From an optimization exercise on the open Yosys and OpenROAD flow, aimed at small area, a short achievable clock period and few clock cycles per item; shortcuts taken in it are not production practice. The RTL was checked by simulation tests, not by an equivalence proof against the original design. Power figures rest on the tool's default switching activity, not on a simulated workload.

==> module fetch_sequencer, before the edit <==
module fetch_sequencer (
    input  logic                              clk,
    input  logic                              reset,
    input  logic                              i_start,
    input  nn_cfg_pkg::cfg_addr_t             i_table_base,
    input  logic [nn_cfg_pkg::CFG_WORD_W-1:0] i_cfg_data,
    input  logic                              i_stopin,
    input  logic                              i_layer_done,
    output nn_cfg_pkg::cfg_addr_t             o_cfg_addr,
    output nn_operand_pkg::lane_addr_t        o_data_addr,
    output logic                              o_push,
    output logic [127:0]                      o_weights,
    output logic [7:0]                        o_lanes,
    output logic [9:0]                        o_left,
    output logic [43:0]                       o_fields,
    output logic [10:0]                       o_number,
    output logic                              o_finish
);
    typedef enum logic [2:0] {
        S_IDLE,
        S_HDR,
        S_LAYER,
        S_TABLE,
        S_CHUNK,
        S_LAST
    } state_t;
    state_t state;
    nn_cfg_pkg::layer_hdr_t  hdr_word;
    nn_cfg_pkg::neuron_tbl_t tbl_word;
    logic        data_ok;      
    logic        push_q;
    logic        finish_q;
    logic [16:0] layer_ptr;    
    logic [10:0] layer_left;   
    logic [16:0] neuron_ptr;   
    logic [10:0] number;       
    logic [10:0] nlast;        
    logic [16:0] chunk_ptr;    
    logic [9:0]  rem;          
    logic        last_chunk;   
    logic        last_neuron;  
    logic [7:0]  lanes_q;      
    logic [127:0] wgt_q;       
    logic [43:0] fields_q;
    logic [9:0]  lbase_lo;
    logic [6:0]  lbase_hi;
    logic [6:0]  lbase_hi1;    
    logic        issue;
    logic [16:0] chunk_inc;
    logic [10:0] number_inc;
    logic [16:0] neuron_inc;
    logic [16:0] layer_inc;
    logic [16:0] next_addr;
    logic [16:0] hold_addr;
    logic [7:0]  lanes;
    logic [127:0] wgt_in;
    assign hdr_word = i_cfg_data[31:0];
    assign tbl_word = i_cfg_data[127:0];
    assign issue      = (state == S_CHUNK) && data_ok && !i_stopin;
    assign number_inc = number + 1'b1;
    assign chunk_inc  = chunk_ptr + 1'b1;
    assign neuron_inc = neuron_ptr + 1'b1;
    assign layer_inc  = layer_ptr + 1'b1;
    always_comb
    begin
        if (!last_chunk)
            next_addr = chunk_inc;
        else if (!last_neuron)
            next_addr = neuron_inc;
        else
            next_addr = layer_inc;
        case (state)
            S_IDLE:  hold_addr = i_table_base;
            S_HDR:   hold_addr = hdr_word.location;
            S_LAYER: hold_addr = hdr_word.location;
            S_TABLE: hold_addr = tbl_word.wimap;
            default: hold_addr = chunk_ptr;
        endcase
    end
    assign o_cfg_addr = issue ? next_addr : hold_addr;
    always_ff @(posedge clk or posedge reset)
    begin
        if (reset)
        begin
            state    <= S_IDLE;
            data_ok  <= 1'b0;
            push_q   <= 1'b0;
            finish_q <= 1'b0;
        end
        else
        begin
            push_q <= issue;
            if (i_layer_done)
                data_ok <= 1'b1;
            case (state)
                S_IDLE:
                begin
                    if (i_start)
                    begin
                        state    <= S_HDR;
                        data_ok  <= 1'b1;
                        finish_q <= 1'b0;
                    end
                end
                S_HDR:
                begin
                    if (hdr_word.count == 11'd0)
                    begin
                        state    <= S_IDLE;
                        finish_q <= 1'b1;
                    end
                    else
                        state <= S_LAYER;
                end
                S_LAYER:
                    state <= S_TABLE;
                S_TABLE:
                    state <= S_CHUNK;
                S_CHUNK:
                begin
                    if (issue && last_chunk)
                    begin
                        if (!last_neuron)
                            state <= S_TABLE;
                        else
                        begin
                            data_ok <= 1'b0;
                            state   <= (layer_left == 11'd0) ? S_LAST : S_LAYER;
                        end
                    end
                end
                S_LAST:
                begin
                    if (i_layer_done)
                    begin
                        state    <= S_IDLE;
                        finish_q <= 1'b1;
                    end
                end
                default:
                    state <= S_IDLE;
            endcase
        end
    end
    always_comb
    begin
        for (int l = 0; l < 8; l++)
        begin
            lanes[l] = (rem[9:3] != 7'd0) || (rem[2:0] > l[2:0]);
            wgt_in[l*16 +: 16] = lanes[l] ? i_cfg_data[96 + l*16 +: 16] : 16'd0;
        end
    end
    always_ff @(posedge clk)
    begin
        wgt_q   <= wgt_in;
        lanes_q <= lanes;
        case (state)
            S_HDR:
            begin
                layer_ptr  <= hdr_word.location;
                layer_left <= hdr_word.count - 1'b1;
            end
            S_LAYER:
            begin
                neuron_ptr <= hdr_word.location;
                nlast      <= hdr_word.count - 1'b1;
                number     <= 11'h7ff;
            end
            S_TABLE:
            begin
                chunk_ptr   <= tbl_word.wimap;
                rem         <= tbl_word.ninputs;
                last_chunk  <= (tbl_word.ninputs <= 10'd8);
                number      <= number_inc;
                last_neuron <= (number_inc == nlast);
                fields_q    <= {tbl_word.neuron_table, tbl_word.neuron_shift,
                                tbl_word.post_shift, tbl_word.oloc};
                lbase_lo    <= tbl_word.lbase[9:0];
                lbase_hi    <= tbl_word.lbase[16:10];
                lbase_hi1   <= tbl_word.lbase[16:10] + 1'b1;
            end
            S_CHUNK:
            begin
                if (issue)
                begin
                    chunk_ptr  <= chunk_inc;
                    rem[9:3]   <= rem[9:3] - 1'b1;
                    last_chunk <= (rem <= 10'd16);
                    if (last_chunk && !last_neuron)
                        neuron_ptr <= neuron_inc;
                    if (last_chunk && last_neuron)
                    begin
                        layer_ptr  <= layer_inc;
                        layer_left <= layer_left - 1'b1;
                    end
                end
            end
            default:
            begin
            end
        endcase
    end
    logic [135:0] lane_addr;
    always_comb
    begin
        for (int l = 0; l < 8; l++)
        begin
            logic [10:0] lo;
            lo = {1'b0, lbase_lo} + {1'b0, i_cfg_data[l*10 +: 10]};
            lane_addr[l*17 +: 17] = {lo[10] ? lbase_hi1 : lbase_hi, lo[9:0]};
        end
    end
    assign o_data_addr = lane_addr;
    assign o_push      = push_q;
    assign o_weights   = wgt_q;
    assign o_lanes     = lanes_q;
    assign o_left      = {rem[9:3] + 1'b1, rem[2:0]};
    assign o_fields    = fields_q;
    assign o_number    = number;
    assign o_finish    = finish_q;
endmodule
clock: 6.5 ns
lec_check: 0
cap_margin: 20
core_area: 75 75 275 275
die_area: 0 0 350 350
setup_slack_margin: 2.0
slew_margin: 20
standard.sh (not shown) runs the stock make flow with config.mk's settings and CLKGATE_MAP_FILE= SYNTH_SCRIPT=/design/flow/synth_recipe.tcl, a recipe that flattens the netlist after the stock synthesis.
==> flow/flow/run.sh <==
#!/bin/bash
# The standard layout, except:
#  - the smallest buffer on every input and output port instead of the
#    default port buffer;
#  - synthesis leaves adders to abc as plain gates (no full/half-adder cells).
set -euo pipefail
export BUFFER_PORTS_ARGS="-buffer_cell sky130_fd_sc_hd__buf_1"
export ADDER_MAP_FILE=
bash standard.sh > standard_make.log 2>&1
Testbench counts at the start, summed over its fixed seeds: cycles 4,284, items 2,745.
==> next run, changes <==
--- a/flow/design.v
+++ b/flow/design.v
@@ -274,15 +274,21 @@
     end
     logic [135:0] lane_addr;
     always_comb
     begin
         for (int l = 0; l < 8; l++)
         begin
-            logic [10:0] lo;
-            lo = {1'b0, lbase_lo} + {1'b0, i_cfg_data[l*10 +: 10]};
-            lane_addr[l*17 +: 17] = {lo[10] ? lbase_hi1 : lbase_hi, lo[9:0]};
+            logic [5:0] s0;
+            logic [5:0] s1a;
+            logic [5:0] s1b;
+            logic [5:0] s1;
+            s0  = {1'b0, lbase_lo[4:0]} + {1'b0, i_cfg_data[l*10 +: 5]};
+            s1a = {1'b0, lbase_lo[9:5]} + {1'b0, i_cfg_data[l*10 + 5 +: 5]};
+            s1b = {1'b0, lbase_lo[9:5]} + {1'b0, i_cfg_data[l*10 + 5 +: 5]} + 6'd1;
+            s1  = s0[5] ? s1b : s1a;
+            lane_addr[l*17 +: 17] = {s1[5] ? lbase_hi1 : lbase_hi, s1[4:0], s0[4:0]};
         end
     end
     assign o_data_addr = lane_addr;
     assign o_push      = push_q;
     assign o_weights   = wgt_q;
     assign o_lanes     = lanes_q;
- total power came out higher by 2.6%
- sequential cell count is unchanged
- die area stays the same
- setup slack got worse by 0.13 ns
- utilization came out higher by 0.87 points
- non-clock buffer count came out lower by 1
- via count came out higher by 1.2%
Testbench counts after the change, summed over its fixed seeds: cycles 4,284, items 2,745.

[what the ideal ports hide]
How much do the figures lean on ideal ports? The routed layouts below were timed once more, with nothing changed but the port constraints.
Step 1 assumes that a clkbuf_16 drives the clock port and a buf_2 every other input.
Step 2 moves the port delays by t, midway between the first and last clock arrival at a register: inputs arrive t later, outputs are due t later. That takes back most of the time a late clock gives input paths.
Slacks: no drivers / after step 1 / after step 2; pairs: no drivers / after step 1.
| run | t (ns) | slack for setup (ns) | hold WS [ns] |
|---|---|---|---|
| the first run | 0.613 | 1.658 / 1.566 / 1.566 | 0.558 / 0.558 / 0.558 |
| the second run | 0.616 | 1.528 / 1.458 / 1.458 | 0.530 / 0.530 / 0.530 |
After both steps every run listed still meets setup and hold. The setup slack of the first run, which loses most, moves by -0.092 ns with the drivers and by -0.092 ns with both steps.
